Context: an optimization exercise on an open-source flow, tuned for small area. The choices shown serve that exercise and are no tape-out recipe. In this exercise RTL edits were held to simulation tests only and were not proved equivalent to the original. Power figures rest on the tool's default switching activity, not on a simulated workload.

$ cat flow/flow/run.sh
#!/bin/bash
# The standard layout, with each port's buffer made of the smallest buffer cell
# and a clock tree without dummy loads; gates off the critical paths are
# downsized after global routing.
export BUFFER_PORTS_ARGS="-buffer_cell sky130_fd_sc_hd__buf_1"
export CTS_ARGS="-sink_clustering_enable -repair_clock_nets -sink_clustering_size 11 -sink_clustering_max_diameter 42 -buf_list sky130_fd_sc_hd__clkbuf_4 -dont_use_dummy_load"
export RECOVER_POWER=100
bash standard.sh > standard.log 2>&1
$ cat flow/standard.sh
#!/bin/bash
# synth_recipe.tcl (not shown) runs the flow's synth.tcl, then flattens the netlist and writes it again
# the make line also repeats each setting of config.mk as NAME=value (left out here)
make -C /OpenROAD-flow-scripts/flow DESIGN_CONFIG=/design/flow/config.mk WORK_HOME=/design/flow/orfs CLKGATE_MAP_FILE= SYNTH_SCRIPT=/design/flow/synth_recipe.tcl "${@:-finish}"
$ cat flow/config.mk
export PLATFORM = sky130hd
export DESIGN_NAME = smpq_top
export DESIGN_NICKNAME = smpq_top
export VERILOG_FILES = /design/flow/design.v
export SDC_FILE = /design/flow/constraint.sdc
export NUM_CORES = 4
export LEC_CHECK = 0
export CAP_MARGIN = 40
export CORE_MARGIN = 2
export CORE_UTILIZATION = 70
export CTS_BUF_LIST = sky130_fd_sc_hd__clkbuf_4
export CTS_CLUSTER_DIAMETER = 42
export CTS_CLUSTER_SIZE = 11
export PLACE_DENSITY = 0.85
export SLEW_MARGIN = 40
export SYNTH_HIERARCHICAL = 1
$ cat flow/constraint.sdc
create_clock -name core_clock -period 5.0 [get_ports {clk}]
set_input_delay 1.0000 -clock core_clock [delete_from_list [all_inputs] [get_ports {clk}]]
set_output_delay 1.0000 -clock core_clock [all_outputs]
set_load 0.01 [all_outputs]
$ cat flow/design.v
package smpq_pkg;
	localparam int DEF_QUEUE_DEPTH = 16;
	localparam int VALUE_W         = 32;
	localparam int OCC_W           = 5;
	localparam logic [1:0] OP_INSERT = 2'd0;
	localparam logic [1:0] OP_REMOVE = 2'd1;
	localparam logic [1:0] OP_PEEK   = 2'd2;
	localparam logic [1:0] OP_NONE   = 2'd3;
	localparam logic [1:0] ST_OK    = 2'd0;
	localparam logic [1:0] ST_EMPTY = 2'd1;
	localparam logic [1:0] ST_FULL  = 2'd2;
endpackage
module smpq_ctrl (
	input  logic       clk,
	input  logic       arst_n,
	input  logic       start,
	input  logic [1:0] cmd_op,
	input  logic       full,
	input  logic       empty,
	input  logic       lt,
	output logic       busy,
	output logic       done,
	output logic [4:0] count,
	output logic       sel_prev,
	output logic       sel_keep,
	output logic       sel_new_n,
	output logic [1:0] rsp_status,
	output logic       show_n
);
	logic [3:0] phase_q;
	logic [4:0] count_q;
	logic       armed_q;
	logic       win_q;
	logic       placed_q;
	logic       done_q;
	logic [1:0] status_q;
	logic       show_q;
	logic is_ins, is_rem, is_peek;
	logic ins_go, read_go;
	logic win, ready, take, last_step, behind, sel_new;
	logic take_ins, take_rem, removed;
	logic at11, at14, at15, feedback;
	logic [4:0] count_next;
	assign is_ins  = (cmd_op == smpq_pkg::OP_INSERT);
	assign is_rem  = (cmd_op == smpq_pkg::OP_REMOVE);
	assign is_peek = (cmd_op == smpq_pkg::OP_PEEK);
	assign ins_go  = is_ins && !full;
	assign read_go = (is_rem || is_peek) && !empty;
	assign at11 = (phase_q == 4'd7);
	assign at14 = (phase_q == 4'd12);
	assign at15 = (phase_q == 4'd8);
	assign feedback = phase_q[3] ^ phase_q[2] ^ (phase_q[2:0] == 3'd0);
	assign win       = win_q || (armed_q && ins_go && at15);
	assign last_step = win_q && at14;
	assign behind    = lt && !last_step;
	assign sel_prev  = win && behind;
	assign sel_new   = win && !behind && !(win_q && placed_q);
	assign sel_new_n = !sel_new;
	assign removed   = show_q && at15;
	assign sel_keep  = !win && !(empty || removed) || (win && !behind && win_q && placed_q);
	always_comb begin
		if (ins_go)       ready = last_step;
		else if (read_go) ready = at15;
		else              ready = 1'b1;
	end
	assign busy = !ready;
	assign take = start && ready;
	assign take_ins = take && ins_go;
	assign take_rem = take && is_rem && !empty;
	smpq_count u_count (
		.up    (take_ins),
		.down  (take_rem),
		.count (count_q),
		.next  (count_next)
	);
	always_ff @(posedge clk or negedge arst_n) begin
		if (!arst_n) begin
			phase_q <= 4'd0;
			count_q <= 5'd0;
			armed_q <= 1'b0;
			win_q   <= 1'b0;
			done_q  <= 1'b0;
		end else begin
			phase_q <= {take_rem || (phase_q[2] && !take_ins), phase_q[1:0], feedback};
			count_q <= count_next;
			armed_q <= start && !take && (armed_q || at11);
			win_q   <= win && !last_step;
			done_q  <= take;
		end
	end
	always_ff @(posedge clk) begin
		placed_q <= sel_new || (win_q && placed_q);
		if (is_ins && full)
			status_q <= smpq_pkg::ST_FULL;
		else if ((is_rem || is_peek) && empty)
			status_q <= smpq_pkg::ST_EMPTY;
		else
			status_q <= smpq_pkg::ST_OK;
		show_q <= take && read_go;
	end
	assign done       = done_q;
	assign count      = count_q;
	assign rsp_status = status_q;
	assign show_n     = !show_q;
endmodule
module smpq_count (
	input  logic       up,
	input  logic       down,
	input  logic [4:0] count,
	output logic [4:0] next
);
	always_comb begin
		logic ones, zeros;
		ones  = 1'b1;
		zeros = 1'b1;
		for (int i = 0; i < 5; i++) begin
			next[i] = count[i] ^ ((up && ones) || (down && zeros));
			ones  = ones && count[i];
			zeros = zeros && !count[i];
		end
	end
endmodule
module smpq_datapath (
	input  logic        clk,
	input  logic [31:0] cmd_value,
	input  logic        sel_prev,
	input  logic        sel_keep,
	input  logic        sel_new_n,
	input  logic        show_n,
	output logic        key_lt,
	output logic [31:0] rsp_head
);
	logic [31:0] ring_q [16];
	logic [31:0] entry;
	logic [31:0] a;
	logic [31:0] c;
	logic [31:0] co;
	logic [1:0]  carry_q;
	always_ff @(posedge clk) begin
		ring_q[0] <= entry;
		for (int i = 1; i < 16; i++)
			ring_q[i] <= ring_q[i-1];
	end
	assign a = {ring_q[14][31:24], ring_q[13][23:12], ring_q[12][11:0]};
	genvar i;
	generate
		for (i = 0; i < 32; i++) begin : g_bit
			if (i == 0) begin : g_c0
				assign c[i] = 1'b0;
			end else if (i == 12 || i == 24) begin : g_cq
				assign c[i] = carry_q[i/12 - 1];
			end else begin : g_ci
				assign c[i] = co[i-1];
			end
			smpq_slice #(
				.SIGN  (i == 31),
				.FIRST (i == 0)
			) u_slice (
				.prev      (ring_q[14][i]),
				.keep      (ring_q[15][i]),
				.key       (cmd_value[i]),
				.sel_prev  (sel_prev),
				.sel_keep  (sel_keep),
				.sel_new_n (sel_new_n),
				.a         (a[i]),
				.ci        (c[i]),
				.show_n    (show_n),
				.entry     (entry[i]),
				.co        (co[i]),
				.head      (rsp_head[i])
			);
		end
	endgenerate
	always_ff @(posedge clk) begin
		carry_q <= {co[23], co[11]};
	end
	assign key_lt = co[31];
endmodule
module smpq_slice #(
	parameter bit SIGN  = 1'b0,
	parameter bit FIRST = 1'b0
) (
	input  logic prev,
	input  logic keep,
	input  logic key,
	input  logic sel_prev,
	input  logic sel_keep,
	input  logic sel_new_n,
	input  logic a,
	input  logic ci,
	input  logic show_n,
	output logic entry,
	output logic co,
	output logic head
);
	logic held;   
	logic u;      
	assign held  = SIGN ? key : ~key;
	assign u     = SIGN ? ~key : key;
	assign entry = (prev & sel_prev) | (keep & sel_keep) | (held & ~sel_new_n);
	assign co    = FIRST ? (u & a) : ~((~u & ~a) | (~ci & (~u | ~a)));
	assign head  = (SIGN ? keep : ~keep) & ~show_n;
endmodule
module sorted_min_priority_queue_core (
	input  logic        clk,
	input  logic        arst_n,
	input  logic        start,
	input  logic [1:0]  cmd_op,
	input  logic [31:0] cmd_value,
	output logic        busy,
	output logic        done,
	output logic [31:0] rsp_head,
	output logic [1:0]  rsp_status,
	output logic        rsp_empty,
	output logic [4:0]  rsp_count
);
	logic [4:0]  count;
	logic        full;
	logic        empty;
	logic        key_lt;
	logic        sel_keep;
	logic        sel_prev;
	logic        sel_new_n;
	logic        show_n;
	assign full  = count[4];
	assign empty = (count == 5'd0);
	smpq_ctrl u_ctrl (
		.clk        (clk),
		.arst_n     (arst_n),
		.start      (start),
		.cmd_op     (cmd_op),
		.full       (full),
		.empty      (empty),
		.lt         (key_lt),
		.busy       (busy),
		.done       (done),
		.count      (count),
		.sel_prev   (sel_prev),
		.sel_keep   (sel_keep),
		.sel_new_n  (sel_new_n),
		.rsp_status (rsp_status),
		.show_n     (show_n)
	);
	smpq_datapath u_datapath (
		.clk       (clk),
		.cmd_value (cmd_value),
		.sel_prev  (sel_prev),
		.sel_keep  (sel_keep),
		.sel_new_n (sel_new_n),
		.show_n    (show_n),
		.key_lt    (key_lt),
		.rsp_head  (rsp_head)
	);
	assign rsp_empty = empty;
	assign rsp_count = count;
endmodule
module smpq_top (
	input  logic        clk,
	input  logic        arst_n,
	input  logic        start,
	input  logic [1:0]  cmd_op,
	input  logic [31:0] cmd_value,
	output logic        busy,
	output logic        done,
	output logic [31:0] rsp_head,
	output logic [1:0]  rsp_status,
	output logic        rsp_empty,
	output logic [4:0]  rsp_count
);
	sorted_min_priority_queue_core u_core (
		.clk        (clk),
		.arst_n     (arst_n),
		.start      (start),
		.cmd_op     (cmd_op),
		.cmd_value  (cmd_value),
		.busy       (busy),
		.done       (done),
		.rsp_head   (rsp_head),
		.rsp_status (rsp_status),
		.rsp_empty  (rsp_empty),
		.rsp_count  (rsp_count)
	);
endmodule
==> results of run 1 <==
-- critical path: cells and delay by family --
family | cells | cell delay (ps)
adder cells (fa/ha/maj) | 8 | 2630
AO/OA/AOI/OAI | 3 | 470
buffers and inverters | 3 | 770
AND/OR/NAND/NOR | 1 | 120
-- routing by layer --
layer	share of wire [%]	wire, um	GRT usage (%)	vias to the layer above
met5	0.073	13	0	-
met4	2.2	402	7.89	2
met3	4.2	744	4.95	41
met2	48	8530	34.0	133
met1	46	8200	26.8	2556
li1	-	-	-	2631
-- state kept, by name, indices dropped and copies added (netlist names) --
signal	cells
u_core.u_ctrl.armed_q	1
u_core.u_ctrl.count_q	5
u_core.u_ctrl.done_q	1
u_core.u_ctrl.phase_q	4
u_core.u_ctrl.placed_q	1
u_core.u_ctrl.show_q	1
u_core.u_ctrl.status_q	2
u_core.u_ctrl.win_q	1
u_core.u_datapath.carry_q	2
u_core.u_datapath.ring_q	512
-- metrics by stage --
stage	instances	hold WS, ps
after global routing	1079	307
final	1079	312
after detailed placement	1024	312
after CTS	1078	287
after floorplan	720	310
after global placement	1024	311
-- final timing paths --
check                                                  end  slack [ps]
setup / recovery            u_core.u_datapath.ring_q[0][0]         550
hold / removal             u_core.u_datapath.ring_q[11][1]         310
setup reg to reg            u_core.u_datapath.ring_q[0][0]         650
hold reg to reg            u_core.u_datapath.ring_q[11][1]         310
max in group asynchronous            u_core.u_ctrl.armed_q        4230
min in group asynchronous         u_core.u_ctrl.count_q[1]         330
-- placed cells by master, fill, tap and decap left out, drive strengths merged, types with 2 or more instances in the layout --
cell	instances
dfrtp	12
nor3b	2
a31oi	2
xnor2	2
and2	3
nand2	8
dfxtp	518
o32ai	2
inv	8
nand2b	3
o21ai	35
a22oi	32
maj3	31
ha	5
clkbuf	57
nor3	2
nor2b	2
buf	81
and3	2
nand3	2
xor2	4
nor2	36
-- report_power, final --
| group | leakage (nW) | internal [mW] | switching [mW] |
|---|---|---|---|
| clock | 0.248 | 0.499 | 1.11 |
| combinational | 0.609 | 0.178 | 0.284 |
| sequential | 4.37 | 4.91 | 0.264 |
-- layout make-up --
cell class / instances / area share (%)
Sequential cell: 530 / 82.3
Multi-Input combinational cell: 182 / 9.66
Clock buffer: 54 / 3.13
Timing Repair Buffer: 84 / 2.56
Tap cell: 220 / 2.12
Inverter: 8 / 0.232
Antenna cell: 1 / 0.0193
==> results.txt, run 1 <==
Place:
- Routability-driven placement finished with a final weighted congestion of about 0.73.
- The setup slack at placement is 22.2 ps.
- Buffers placed on the I/O ports in this run total 78.
- In this run the cell area measured after placement is 12,600 um2.
- The detailed-placement wirelength estimate is ~11,000 um.

Synth:
- The gate count after technology mapping is 720.
- A synthesized cell averages 16.6 um2.
- The synthesized cell area is 12,000 um2.
- The number of nets handed over by synthesis was 762.
- For this run, the number of Yosys warnings is 11.

Floorplanning:
- The number of placement rows is 47.
- 79 I/O pins were placed.
- The floorplan step defined a die boundary enclosing roughly 18,000 um2.
- The starting density of the core is between 70% and 80%.
- The height of the die is 135 um.
- The core region is 16,600 um2.
- The floorplan step set the die width to 135 um.

Timing:
- The final sum of negative setup slack is 0 ps.
- The count of pins over their slew limit was 0.
- The worst path needs around 4500 ps of the cycle, external delays included.
- The final count of hold timing violations is 0.
- Based on the critical path, the design can be clocked at up to approximately 0.22 GHz.
- For the pin with the worst max-slew slack, the measured transition is 921 ps.
- The clock skew is 45.1 ps.
- Setup repair after global routing left no endpoint under its margin.
- The share of the clock period used by the worst path is 89.1%.
- Once routing completed, OpenROAD measured the worst setup slack at 545 ps.
- In this run the tightest slew margin relative to its limit is 38.6%.
- The final count of negative-setup-slack endpoints is 0.

Worst setup path:
- The startpoint type of the worst setup path is an input pin.
- The number of cells on the worst reg-to-reg path is 14.
- STA puts the critical path data required time at 5560 ps.
- The most critical setup path has its startpoint at cmd_value[24].
- In this run the critical register-to-register path is launched from u_core.u_datapath.ring_q[14][24].
- The type of destination of the critical path is a flip-flop.
- At the worst endpoint, the arrival time is 5010 ps.
- The most frequent cell on the critical path is maj3_2.
- Walking the worst path, the cells encountered are buf_1, maj3_2, maj3_2, maj3_2, maj3_2, maj3_1, maj3_2, maj3_2, maj3_2, nand2b_1, inv_1, o21ai_2, clkbuf_2, a22oi_1, o21ai_0.
- The standard cell with the maximum stage delay on the critical path is clkbuf_2.
- For this run, the slowest stage of the critical path takes 590 ps.
- The critical path is of the in2reg type.
- In this run the worst path has a maximum fanout of 25.

CTS:
- Clock-pin slew was measured on the worst setup and hold paths at 100 ps.
- The root buffer cell is clkbuf_4.
- Counting every sink on the clock net gives between 500 and 600.
- The setup fix buffers added after clock tree synthesis is 0.
- TritonCTS built the clock tree.
- Gates resized during post-CTS repair numbered 0.
- The clock passes through at most 3 buffers.
- The worst-skew pair later-pin latency is 670 ps.
- Buffers inserted to repair hold after CTS numbered 0.
- The number of clock buffers added by TritonCTS is 54.
- The clock tree synthesis step divided the H-tree into 2 levels.

GRT:
- The number of antenna violations at the first check in global routing is 2.
- Global routing used 20.6% of the available tracks.
- The via count of the first global-routing pass is around 5,700.
- Summed over all layers, the global routing overflow is 0.
- The first-pass GRT wire length is 29,000 um.
- Entering global routing, the biggest net connects 30 pins.

Drt:
- The DRC marker count from the first detailed-route iteration is 187.
- The iteration count of the initial detailed-routing pass is 4.
- After detailed routing, the number of remaining DRC violations is 0.
- The total via count after detailed routing is 5,363.
- The routed length per placed instance is 16.6 um.
- Wires add up to 17,900 um.
- After detailed routing, the number of vias per cell comes to slightly below 5.
- In this run the remaining antenna-violating nets after routing total 0.

Cells and area:
- The final standard cell area without fillers is 13,000 um2.
- Relative to the synthesized area, the layout overhead comes to 8.31%.
- The post-route netlist has 10.6% of its cells at a drive strength greater than 1.
- The number of fill cells in the layout is 921.
- The area of combinational cells with multiple inputs is 1250 um2.
- The final design utilization is a little under 80%.
- The area of all sequential standard cells is 10,700 um2.
- The number of nets in the layout is 902.

Run:
- The tool flagged a number of max-cap violations equal to 0.

Power and ir drop:
- In this run the power density over the cells is 559 nW/um2.
- The total power of the final layout is 7.25 mW.
- The leakage power is 5.23 nW.
- The worst vdd rail ir drop is 0.309 mV.

Run status:
- The run finished with no timing, DRC or antenna violations.

Worst hold path:
- The worst hold path was traced through 0 stages.
- The worst hold path class is reg2reg.
- The worst hold path begins at u_core.u_datapath.ring_q[10][1].
==> inputs of run 2 (changes only) <==
--- a/flow/config.mk
+++ b/flow/config.mk
@@ -7,3 +7,3 @@
 export LEC_CHECK = 0
-export CAP_MARGIN = 40
+export CAP_MARGIN = 30
 export CORE_MARGIN = 2
@@ -14,3 +14,3 @@
 export PLACE_DENSITY = 0.85
-export SLEW_MARGIN = 40
+export SLEW_MARGIN = 30
 export SYNTH_HIERARCHICAL = 1
==> results.txt, run 2 <==
Floorplanning:
- The height of the die was 135 um (unchanged).
- The starting density of the core is 71.9% (unchanged).
- The area of the die is 18,200 um2 (unchanged).
- The number of placement rows is 47 (unchanged).
- The die extent in x came to 135 um (unchanged).
- The core area was 16,600 um2 (unchanged).
- The number of top-level design ports is 79 (unchanged).

Synth:
- The average footprint of a synthesized cell is 16.6 um2 (unchanged).
- The synthesized cell area came to 12,000 um2 (unchanged).
- The post-synth net total is 762 (unchanged).
- The count of warnings emitted by yosys is 11 (unchanged).
- The gate count after technology mapping is 720 (unchanged).

Timing:
- The final sum of negative setup slack is 0 ps (unchanged).
- Setup repair after global routing left no endpoint under its margin.
- The count of pins over their slew limit came to 0 (unchanged).
- The minimum clock period after layout is 4450 ps (unchanged).
- The clock skew was 45.1 ps (unchanged).
- The final count of hold timing violations is 0 (unchanged).
- The tightest slew margin relative to the limit is 38.6% (unchanged).
- The slew of the pin with the lowest slew margin came to 921 ps (unchanged).
- The final worst setup slack is 545 ps (unchanged).
- The share of the clock period used by the worst path was 89.1% (unchanged).
- The maximum achievable frequency is 0.224 GHz (unchanged).
- The final count of negative-setup-slack endpoints came to 0 (unchanged).

Worst setup path:
- The setup slack of the most critical reg-to-reg path is 650 ps (about the same).
- The cell count of the worst reg-to-reg path is 14 (unchanged).
- In this run the critical register-to-register path is launched from u_core.u_datapath.ring_q[14][24].
- The startpoint type of the worst setup path is an input pin.
- The type of destination of the critical path is a flip-flop.
- The critical path class is in2reg.
- The endpoint of the most critical register-to-register path is u_core.u_datapath.ring_q[0][0].
- The critical path data required time came to 5560 ps (about the same).
- The critical-path maximum fanout was 25 (unchanged).
- The signal arrival time at the worst endpoint is 5010 ps (about the same).

Power and ir drop:
- The total power of the final layout was 7.25 mW (unchanged).
- The internal power of the cells is 5.59 mW (unchanged).
- The total power divided by cell area is 559 nW/um2 (unchanged).
- The sequential fraction of design power is 71.4% (about the same).
- The leakage power is 5.23 nW (unchanged).
- The combinational fraction of design power came to 6.4% (about the same).
- The net load switching power was 1.66 mW (unchanged).
- The switching share of power is 22.9% (unchanged).
- The worst vdd rail ir drop is 0.309 mV (unchanged).
- The clock network fraction of design power is 22.3% (about the same).

Cells and area:
- The filler-free cell count of the finished design is 1,079 (unchanged).
- The number of fill cells in the layout is 921 (unchanged).
- The register name with the most flops is u_core.u_datapath.ring_q.
- In the layout the commonest cells are dfxtp_1, buf_1, clkbuf_4.
- In the final layout, the registers with the most flip-flops are u_core.u_datapath.ring_q (512), u_core.u_ctrl.count_q (5), u_core.u_ctrl.phase_q (4).
- Leaving out fill and tap cells, the most frequent cell in the layout is dfxtp_1.
- The fraction of final layout cells with drive strength greater than 1 is 10.6% (unchanged).
- The area growth from synthesis to final layout is 8.31% (unchanged).
- The number of flip-flops under the largest register name is 512 (unchanged).
- The number of nets in the layout is 902 (unchanged).

Drt:
- The iteration count of the initial detailed-routing pass is 4 (unchanged).
- The routed length per placed instance is 16.6 um (unchanged).
- The routed via count divided by cell count was 4.97 (unchanged).
- The count of nets left with antenna violations after detail routing is 0 (unchanged).
- The post-route DRC violation count is 0 (unchanged).
- The routed wire length is 17,900 um (unchanged).
- The DRC marker count from the first detailed-route iteration is 187 (unchanged).
- The total via count after detailed routing is 5,363 (unchanged).

Run status:
- The flow ran to the end and the layout has no timing, DRC or antenna violations.

GRT:
- The first-pass GRT wire length came to 29,000 um (unchanged).
- The number of antenna violations at the first check in global routing was 2 (unchanged).
- The pin count of the biggest net entering global routing is 30 (unchanged).
- The aggregate global-route resource usage is 20.6% (unchanged).
- The total grt overflow is 0 (unchanged).
- The via count of the first global-routing pass came to 5,732 (unchanged).

Place:
- The detailed-placement wirelength estimate was 11,000 um (unchanged).
- The total instance count after detailed placement is 1,024 (unchanged).
- The setup slack at placement came to 22.2 ps (unchanged).
- The count of buffers from port buffering is 78 (unchanged).
- The weighted congestion at the end of routability-driven global placement is 0.731 (unchanged).

Worst hold path:
- The tightest min-delay check is of the reg2reg type.
- The instance count along the most critical hold path is 0 (unchanged).
- The worst min-delay path endpoint is u_core.u_datapath.ring_q[11][1].
- The worst hold path begins at u_core.u_datapath.ring_q[10][1].

CTS:
- The root buffer cell is clkbuf_4.
- The setup fix buffers added after clock tree synthesis is 0 (unchanged).
- The hold-fix buffer count after cts is 0 (unchanged).
- The deepest clock path buffer count is 3 (unchanged).
- The H-tree depth reported by CTS is 2 (unchanged).
- The post-cts resize count is 0 (unchanged).
- The clock transition at the registers of the reported paths came to 100 ps (about the same).
- The worst-skew pair later-pin latency is 670 ps (about the same).
- The number of clock sinks is 530 (unchanged).
- TritonCTS built the clock tree.
- The CTS buffer count came to 54 (unchanged).

Run:
- The number of violations of the max-capacitance limit was 0 (unchanged).
run 2: worst max-delay path, stage by stage:
cell      delay (ps)
buf_1            100
maj3_2           300
maj3_2           310
maj3_2           320
maj3_2           320
maj3_1           410
maj3_2           320
maj3_2           320
maj3_2           330
nand2b_1         120
inv_1             80
o21ai_2          160
clkbuf_2         590
a22oi_1          140
o21ai_0          170
run 2: worst max path at each step:
| stage | start | endpoint | slack, ps | cells past startpoint |
|---|---|---|---|---|
| after global placement | cmd_value[12] | u_core.u_datapath.carry_q[1] | 80 | 13 |
| final | cmd_value[24] | u_core.u_datapath.ring_q[0][0] | 550 | 15 |
| after global routing | cmd_value[24] | u_core.u_datapath.ring_q[0][19] | 390 | 15 |
| after floorplan | cmd_value[24] | u_core.u_datapath.ring_q[0][0] | 10 | 13 |
| after detailed placement | cmd_value[12] | u_core.u_datapath.carry_q[1] | 20 | 13 |
| after CTS | cmd_value[12] | u_core.u_datapath.carry_q[1] | 750 | 13 |
run 2: final cells by class:
cell class              count  area [um2]  share of cell area, %
flip-flops and latches    530       10700                   82.3
multi-input cells         182        1250                   9.66
clock buffers              54         405                   3.13
repair buffers             84         332                   2.56
well taps                 220         275                   2.12
inverters                   8        30.0                  0.232
diodes                      1        2.50                 0.0193
run 2: power groups by stage:
stage | clock, mW | combinational [mW] | sequential (mW)
final | 1.61 | 0.462 | 5.17
after global routing | 1.84 | 0.505 | 5.24
after CTS | 1.67 | 0.487 | 5.18
after detailed placement | 0 | 0.483 | 5.26
after global placement | 0 | 0.453 | 5.22
after floorplan | 0 | 0.271 | 5.17
run 2: metal layers:
metal | up-vias | GRT usage [%] | wire [um]
li1 | 2631 | - | -
met1 | 2556 | 26.8 | 8200
met2 | 133 | 34.0 | 8530
met3 | 41 | 4.95 | 744
met4 | 2 | 7.89 | 402
met5 | - | 0 | 13
run 2: per-stage QoR:
stage               util (%)  hold slack [ps]  area, um2
floorplan                  -              310      12000
global route            77.9              307      13000
detailed placement      75.7              312      12600
finish                  77.9              312      13000
global placement        75.7              311      12600
CTS                     78.2              287      13000
==> inputs of run 3 (changes only) <==
==> flow/flow/run.sh (replaced) <==
#!/bin/bash
# The standard layout, with each port's buffer made of the smallest buffer cell
# and a clock tree without dummy loads.
export BUFFER_PORTS_ARGS="-buffer_cell sky130_fd_sc_hd__buf_1"
export CTS_ARGS="-sink_clustering_enable -repair_clock_nets -sink_clustering_size 11 -sink_clustering_max_diameter 48 -buf_list sky130_fd_sc_hd__clkbuf_4 -dont_use_dummy_load"
bash standard.sh > standard.log 2>&1
--- a/flow/config.mk
+++ b/flow/config.mk
@@ -7,3 +7,3 @@
 export LEC_CHECK = 0
-export CAP_MARGIN = 30
+export CAP_MARGIN = 20
 export CORE_MARGIN = 2
@@ -14,3 +14,3 @@
 export PLACE_DENSITY = 0.85
-export SLEW_MARGIN = 30
+export SLEW_MARGIN = 20
 export SYNTH_HIERARCHICAL = 1
==> results.txt, run 3 <==
Run status:
- The run finished with no timing, DRC or antenna violations.

Cells and area:
- The library cells used most frequently in the layout, excluding fill and tap cells, are dfxtp_1, buf_1, clkbuf_4.
- The largest registers in the layout are u_core.u_datapath.ring_q (512), u_core.u_ctrl.count_q (5), u_core.u_ctrl.phase_q (4).
- Compared with the post-synthesis result, the final layout area differs by 8.68%.
- Ranked by flip-flop count, first place goes to u_core.u_datapath.ring_q.
- The number of flip-flops under the largest register name was 512 (unchanged).
- The leading cell type in the layout, fill and taps excluded is dfxtp_1.
- The final standard cell area without fillers is 13,000 um2 (+0.35%).
- The fraction of final layout cells with drive strength greater than 1 was 11.7% (+1.0 points).
- The number of nets in the layout is 902 (unchanged).

GRT:
- The pin count of the biggest net entering global routing is 30 (unchanged).
- The via count of the first global-routing pass is 5,755 (+0.40%).
- The met2 demand-to-capacity share in global routing is 34.1% (+0.11 points).
- The first-pass GRT wire length is 28,900 um (about the same).
- The number of antenna violations at the first check in global routing was 2 (unchanged).
- The met3 track demand over resource in global routing is 4.73% (-0.23 points).
- The total grt overflow is 0 (unchanged).
- The aggregate global-route resource usage came to 20.6% (-0.043 points).
- The layer flagged by global routing as most heavily used is met2.
- The met1 capacity usage during global routing came to 26.6% (-0.14 points).

Floorplanning:
- The die extent in x was 135 um (unchanged).
- The core area is 16,600 um2 (unchanged).
- The starting density of the core is 71.9% (unchanged).
- The height of the die is 135 um (unchanged).
- The number of placement rows came to 47 (unchanged).
- The number of top-level design ports is 79 (unchanged).
- The area of the die is 18,200 um2 (unchanged).

Power and ir drop:
- The clock network fraction of design power is 22.3% (about the same).
- The switching share of power was 23.1% (+0.18 points).
- The sequential fraction of design power is 71.0% (-0.4 points).
- The internal power of the cells came to 5.60 mW (+0.30%).
- The worst vdd rail ir drop is 0.314 mV (+1.6%).
- The leakage power came to 5.25 nW (+0.36%).
- The net load switching power is 1.68 mW (+1.3%).
- The combinational fraction of design power is 6.7% (+0.3 points).
- The total power divided by cell area is 560 nW/um2 (+0.19%).

CTS:
- The setup fix buffers added after clock tree synthesis is 0 (unchanged).
- The clock transition at the registers of the reported paths was 100 ps (about the same).
- The CTS buffer count is 54 (unchanged).
- The H-tree depth reported by CTS is 2 (unchanged).
- The TritonCTS clock tree is done.
- The deepest clock path buffer count is 3 (unchanged).
- The worst-skew pair later-pin latency is 650 ps (-20 ps).
- The root buffer cell is clkbuf_4.
- The number of clock sinks was 530 (unchanged).
- The hold-fix buffer count after cts is 0 (unchanged).
- The post-cts resize count was 0 (unchanged).

Worst setup path:
- STA classifies the critical path endpoint as a flip-flop.
- The critical path data required time was 5560 ps (about the same).
- The setup slack of the most critical reg-to-reg path is 830 ps (+180 ps).
- The startpoint type of the worst setup path is an input pin.
- The critical path class is in2reg.
- The signal arrival time at the worst endpoint is 4820 ps (-190 ps).
- The critical-path maximum fanout is 2 (-92%).

Worst hold path:
- The worst hold path class is reg2reg.

Run:
- The number of violations of the max-capacitance limit is 0 (unchanged).

Drt:
- The routed length per placed instance was 16.6 um (about the same).
- The routed wire length is 17,900 um (about the same).
- The post-route DRC violation count was 0 (unchanged).
- The iteration count of the initial detailed-routing pass is 4 (unchanged).
- The total via count after detailed routing was 5,330 (-0.62%).
- The routed via count divided by cell count was 4.94 (-0.62%).
- The count of nets left with antenna violations after detail routing came to 0 (unchanged).
- The DRC marker count from the first detailed-route iteration is 153 (-18%).

Timing:
- The final count of hold timing violations is 0 (unchanged).
- The minimum clock period after layout is 4260 ps (-194 ps).
- The final count of negative-setup-slack endpoints is 0 (unchanged).
- The worst hold slack after final layout was 282 ps (-29.3 ps).
- Setup repair after global routing left no endpoint under its margin.
- The tightest slew margin relative to the limit came to 54.9% (+16 points).
- The count of pins over their slew limit is 0 (unchanged).
- The slew of the pin with the lowest slew margin is 676 ps (-246 ps).
- The clock skew is 51.3 ps (+6.19 ps).
- The final sum of negative setup slack is 0 ps (unchanged).
- The maximum achievable frequency is 0.235 GHz (+4.6%).
- The share of the clock period used by the worst path is 85.2% (-3.9 points).

Place:
- The count of buffers from port buffering is 78 (unchanged).
- The detailed-placement wirelength estimate was 11,000 um (unchanged).
- The weighted congestion at the end of routability-driven global placement came to 0.731 (unchanged).
- The instance area after placement was 12,600 um2 (unchanged).

Synth:
- The count of warnings emitted by yosys is 11 (unchanged).
- The gate count after technology mapping is 720 (unchanged).
- The synthesized cell area is 12,000 um2 (unchanged).
- The average footprint of a synthesized cell is 16.6 um2 (unchanged).
- The post-synth net total is 762 (unchanged).
## run 3: stage by stage
stage               std cells  setup WS, ps  power, mW  util [%]
finish                   1079           739       7.29      78.2
global route             1079           711       7.61      78.2
CTS                      1078           768       7.35      78.2
detailed placement       1024          22.2       5.75      75.7
global placement         1024          78.3       5.67      75.7
floorplan                 720          11.6       5.44         -
## run 3: power by group through the flow
stage	Sequential, mW	Combinational [mW]	Clock (mW)
floorplan	5.17	0.271	0
global placement	5.22	0.453	0
detailed placement	5.26	0.483	0
CTS	5.18	0.488	1.68
global route	5.24	0.528	1.84
finish	5.17	0.487	1.63
## run 3: layer usage
metal  share of wire, %  up-vias  wire [um]
met5              0.073        -         13
met4                2.4        2        431
met3                4.0       36        724
met2                 48      121       8540
met1                 46     2546       8200
li1                   -     2625          -
## run 3: cell type report
class | count | area (um2)
Tap cell | 220 | 275
Multi-Input combinational cell | 182 | 1280
Inverter | 8 | 30.0
Sequential cell | 530 | 10700
Timing Repair Buffer | 84 | 350
Clock buffer | 54 | 405
Fill cell | 918 | 3630
Antenna cell | 1 | 2.50
## run 3: worst max-delay path, cell delays in order
cell	delay, ps
buf_1	90
maj3_2	310
maj3_2	320
maj3_2	310
maj3_2	310
maj3_2	320
maj3_2	310
maj3_2	310
maj3_2	310
maj3_2	320
maj3_2	310
maj3_2	310
maj3_2	300
## run 3: path summary, 6_finish.rpt
| check | depth (start not counted) | endpoint | from |
|---|---|---|---|
| min reg2reg | 0 | u_core.u_datapath.ring_q[4][1] | u_core.u_datapath.ring_q[3][1] |
| min | 0 | u_core.u_datapath.ring_q[4][1] | u_core.u_datapath.ring_q[3][1] |
| max | 13 | u_core.u_datapath.carry_q[1] | cmd_value[12] |
| min in group asynchronous | 1 | u_core.u_ctrl.done_q | arst_n |
| max in group asynchronous | 1 | u_core.u_ctrl.phase_q[2] | arst_n |
| max reg2reg | 12 | u_core.u_datapath.carry_q[1] | u_core.u_datapath.ring_q[13][12] |

## what the ideal ports hide
How much do the figures lean on ideal ports? The routed layouts below were timed once more, with nothing changed but the port constraints.
Step 1, drivers: a clkbuf_16 drives clk and a buf_2 each remaining input, both assumed.
Step 2 adds t to the input delays and takes it off the output delays; t is the mean of the earliest and latest rising clock arrival at the registers after step 1. Input paths then give back, and output paths get back, about the clock's delay inside the block.
a / b / c = ideal / step 1 / step 2; a / b = the first two.
run | t, ns | slack for setup (ns) | worst data-port slew with drivers (ns)
run 1 | 0.685 | 0.545 / 0.565 / -0.120 | 0.05
run 2 | 0.685 | 0.545 / 0.565 / -0.120 | 0.05
run 3 | 0.677 | 0.739 / 0.755 / 0.078 | 0.05
Met with ideal ports but missed after step 2: setup timing in run 1 and run 2.
